This design comes from an exercise in tuning for small area, a short achievable clock period and few clock cycles on the open sky130 flow, not from production work. In this exercise RTL edits were held to simulation tests only and were not proved equivalent to the original. Power is estimated from default activity; no workload was simulated.

==> inputs of v38 <==
Design data_mover_top, start of the top module:
module data_mover_top (
    input  logic                        clk,
    input  logic                        rst_n,
    input  logic                        req_valid,
    input  dm_pkg::dm_req_t             req,
    output logic                        busy,
    output logic                        done,
    output logic [dm_pkg::tag_w-1:0]    done_tag,
    output logic                        done_err,
    output logic                        mm2s_cmd_valid,
    input  logic                        mm2s_cmd_ready,
    output logic                        s2mm_cmd_valid,
    input  logic                        s2mm_cmd_ready,
    output dm_pkg::dm_cmd_t             cmd,
    input  logic                        mm2s_sts_valid,
    output logic                        mm2s_sts_ready,
    input  dm_pkg::dm_sts_t             mm2s_sts,
    input  logic                        s2mm_sts_valid,
    output logic                        s2mm_sts_ready,
    input  dm_pkg::dm_sts_t             s2mm_sts,
    input  logic                        s_axis_valid,
    input  axis_pkg::axis32_t           s_axis,
    output logic                        s_axis_ready,
    output logic                        m_axis_valid,
    output axis_pkg::axis64_t           m_axis,
    input  logic                        m_axis_ready
);
==> module axis_upsizer, before the edit <==
module axis_upsizer (
    input  logic              clk,
    input  logic              rst_n,
    input  logic              s_axis_valid,
    input  axis_pkg::axis32_t s_axis,
    output logic              s_axis_ready,
    output logic              m_axis_valid,
    input  logic              m_axis_ready,
    output axis_pkg::axis64_t m_axis
);
    logic lane_q;                                
    logic full_q;                                
    logic in_hs;
    logic lane_d;
    logic valid_d;
    assign s_axis_ready = !full_q || m_axis_ready;
    assign in_hs        = s_axis_valid && s_axis_ready;
    always_comb begin
        lane_d  = lane_q;
        valid_d = m_axis_valid && !m_axis_ready;
        if (in_hs) begin
            lane_d = !lane_q && !s_axis.last;
            if (lane_q || s_axis.last) valid_d = 1'b1;
        end
    end
    always_ff @(posedge clk or negedge rst_n) begin
        if (!rst_n) begin
            lane_q       <= 1'b0;
            full_q       <= 1'b0;
            m_axis_valid <= 1'b0;
        end else begin
            lane_q       <= lane_d;
            full_q       <= valid_d && !lane_d;
            m_axis_valid <= valid_d;
        end
    end
    logic [35:0] lo_q;                           
    logic [36:0] hi_q;                           
    logic        wr_hi;
    assign wr_hi = s_axis_ready && lane_q;
    always_ff @(posedge clk) begin
        if (s_axis_ready && !lane_q) lo_q <= {s_axis.data, s_axis.keep};
        hi_q <= ({37{wr_hi}} & {s_axis.data, s_axis.keep, s_axis.last})
              | {36'h0, s_axis_ready && !lane_q}
              | ({37{!s_axis_ready}} & hi_q);
    end
    assign m_axis = {hi_q[36:5], lo_q[35:4], hi_q[4:1], lo_q[3:0], hi_q[0]};
endmodule
==> flow/config.mk <==
export PLATFORM = sky130hd
export DESIGN_NAME = data_mover_top
export DESIGN_NICKNAME = data_mover_top
export VERILOG_FILES = /design/flow/design.v
export SDC_FILE = /design/flow/constraint.sdc
export NUM_CORES = 4
export LEC_CHECK = 0
export ABC_AREA = 1
export CAP_MARGIN = 20
export CORE_MARGIN = 2
export CORE_UTILIZATION = 65
export SETUP_SLACK_MARGIN = 2.05
export SLEW_MARGIN = 20
==> flow/constraint.sdc <==
create_clock -name core_clock -period 4.0 [get_ports {clk}]
set_input_delay 0.8000 -clock core_clock [delete_from_list [all_inputs] [get_ports {clk}]]
set_output_delay 0.8000 -clock core_clock [all_outputs]
set_load 0.01 [all_outputs]
standard.sh (not shown) runs the stock make flow with config.mk's settings and CLKGATE_MAP_FILE= SYNTH_SCRIPT=/design/flow/synth_recipe.tcl, a recipe that flattens the netlist after the stock synthesis.
==> flow/flow/run.sh <==
#!/bin/bash
# The standard layout (the standard.sh, standard synthesis unchanged) with
# three changes to how it is made:
#  - ports are buffered with the smallest buffer instead of a delay cell
#  - clock tree synthesis uses clkbuf_8 and inserts no dummy loads
#  - timing repair aims past the clock period (SETUP_SLACK_MARGIN in config.mk)
# standard.sh's full output goes to standard_flow.log here; ORFS's per-step
# logs stay under orfs/logs.
set -euo pipefail
bash standard.sh \
  "BUFFER_PORTS_ARGS=-buffer_cell sky130_fd_sc_hd__buf_1" \
  "CTS_ARGS=-sink_clustering_enable -repair_clock_nets -dont_use_dummy_load -buf_list sky130_fd_sc_hd__clkbuf_8" \
  finish > standard_flow.log 2>&1
==> v4 (differences from v38) <==
--- a/flow/design.v
+++ b/flow/design.v
@@ -161,15 +161,15 @@
         end
     end
-    logic [35:0] lo_q;                           
-    logic [36:0] hi_q;                           
-    logic        wr_hi;
-    assign wr_hi = s_axis_ready && lane_q;
     always_ff @(posedge clk) begin
-        if (s_axis_ready && !lane_q) lo_q <= {s_axis.data, s_axis.keep};
-        hi_q <= ({37{wr_hi}} & {s_axis.data, s_axis.keep, s_axis.last})
-              | {36'h0, s_axis_ready && !lane_q}
-              | ({37{!s_axis_ready}} & hi_q);
-    end
-    assign m_axis = {hi_q[36:5], lo_q[35:4], hi_q[4:1], lo_q[3:0], hi_q[0]};
+        if (s_axis_ready && !lane_q) begin
+            m_axis.data[31:0] <= s_axis.data;
+            m_axis.keep[3:0]  <= s_axis.keep;
+        end
+        if (s_axis_ready) begin
+            m_axis.data[63:32] <= lane_q ? s_axis.data : 32'h0;
+            m_axis.keep[7:4]   <= lane_q ? s_axis.keep : 4'h0;
+            m_axis.last        <= lane_q ? s_axis.last : 1'b1;
+        end
+    end
 endmodule
 module data_mover_top (
==> flow/flow/run.sh (replaced) <==
#!/bin/bash
# The standard layout (the standard.sh, standard synthesis unchanged) with
# three changes to how it is made:
#  - ports are buffered with the smallest buffer instead of a delay cell
#  - clock tree synthesis uses clkbuf_4 and inserts no dummy loads
#  - timing repair aims past the clock period (SETUP_SLACK_MARGIN in config.mk)
# standard.sh's full output goes to standard_flow.log here; ORFS's per-step
# logs stay under orfs/logs.
set -euo pipefail
bash standard.sh \
  "BUFFER_PORTS_ARGS=-buffer_cell sky130_fd_sc_hd__buf_1" \
  "CTS_ARGS=-sink_clustering_enable -repair_clock_nets -dont_use_dummy_load -buf_list sky130_fd_sc_hd__clkbuf_4" \
  finish > standard_flow.log 2>&1
- ABC_AREA: 1 -> not set
- CORE_UTILIZATION: 65 -> 40
==> v39 (differences from v38) <==
--- a/flow/design.v
+++ b/flow/design.v
@@ -161,15 +161,15 @@
         end
     end
-    logic [35:0] lo_q;                           
-    logic [36:0] hi_q;                           
-    logic        wr_hi;
-    assign wr_hi = s_axis_ready && lane_q;
     always_ff @(posedge clk) begin
-        if (s_axis_ready && !lane_q) lo_q <= {s_axis.data, s_axis.keep};
-        hi_q <= ({37{wr_hi}} & {s_axis.data, s_axis.keep, s_axis.last})
-              | {36'h0, s_axis_ready && !lane_q}
-              | ({37{!s_axis_ready}} & hi_q);
-    end
-    assign m_axis = {hi_q[36:5], lo_q[35:4], hi_q[4:1], lo_q[3:0], hi_q[0]};
+        if (s_axis_ready && !lane_q) begin
+            m_axis.data[31:0] <= s_axis.data;
+            m_axis.keep[3:0]  <= s_axis.keep;
+        end
+        if (s_axis_ready) begin
+            m_axis.data[63:32] <= lane_q ? s_axis.data : 32'h0;
+            m_axis.keep[7:4]   <= lane_q ? s_axis.keep : 4'h0;
+            m_axis.last        <= lane_q ? s_axis.last : 1'b1;
+        end
+    end
 endmodule
 module data_mover_top (
- ABC_AREA: 1 -> not set
==> results.txt <==
Routing usage on met3: v38 8.05%; v39 9.52%; v4 8.43%
Outcome: v38 timing/DRC/antenna clean; v39 timing/DRC/antenna clean; v4 timing/DRC/antenna clean
Clock network area share: v38 3.85%; v39 3.71%; v4 2.01%
Total combinational power: v38 809 µW; v39 903 µW; v4 973 µW
Area occupied by registers: v38 3840 µm²; v39 4210 µm²; v4 4210 µm²
Wire length on met2: v38 5950 µm; v39 6020 µm; v4 5630 µm
Area share of buffers outside the clock network: v38 17.0%; v39 17.3%; v4 18.6%
Clock power share: v38 21.4%; v39 19.9%; v4 15.5%
Compound-gate portion of the synthesized area: v38 7.77%; v39 1.43%; v4 1.43%
Vias after detailed routing: v38 3470; v39 3211; v4 3190
Fraction of synthesized cell area taken by the top area cell type: v38 59.6%; v39 80.8%; v4 80.8%
Worst reg2reg path startpoint: v38 i_upsizer.full_q$_DFF_PN0_; v39 i_upsizer.lane_q$_DFF_PN0_; v4 i_cmd_ctrl.busy$_DFF_PN0_
Worst path arrival time: v38 1.15 ns; v39 1.21 ns; v4 1.22 ns
Post-synthesis sequential area ratio: v38 80.3%; v39 85.8%; v4 85.8%
Share of cell area taken by flip-flops and latches: v38 63.2%; v39 66.7%; v4 66.4%
Internal reg-to-reg setup slack: v38 2.23 ns; v39 2.33 ns; v4 2.28 ns
Depth of the critical timing path with buffers and inverters included: v38 4; v39 3; v4 3
Routed length per instance: v38 17.3 µm; v39 17.6 µm; v4 16.6 µm
Testbench counts of v38, summed over its fixed seeds: cycles 29,522.
Testbench counts of v4, summed over its fixed seeds: cycles 29,522.
Testbench counts of v39, summed over its fixed seeds: cycles 29,522.

## afterwards: timing with drivers on the ports
How much do the figures lean on ideal ports? The routed layouts below were timed once more, with nothing changed but the port constraints. Step 1, drivers: a clkbuf_16 drives clk and a buf_2 each remaining input, both assumed. Step 2 times the ports against the registers' clock, not the clock port: input delays grow and output delays shrink by t, the midpoint of the rising clock arrivals with the driver on. Slacks: no drivers / after step 1 / after step 2; pairs: no drivers / after step 1.
| run | t, ns | slack for setup (ns) | slew at the worst register clock pin (ns) |
|---|---|---|---|
| v38 | 0.443 | 2.051 / 2.005 / 1.722 | 0.08 / 0.08 |
| v4 | 0.542 | 1.982 / 1.931 / 1.931 | 0.12 / 0.12 |
| v39 | 0.439 | 1.990 / 1.925 / 1.925 | 0.08 / 0.08 |
After both steps setup and hold are still met in every run listed. For v38, which loses most, drivers alone change the setup slack by -0.046 ns; drivers and shift together by -0.329 ns.
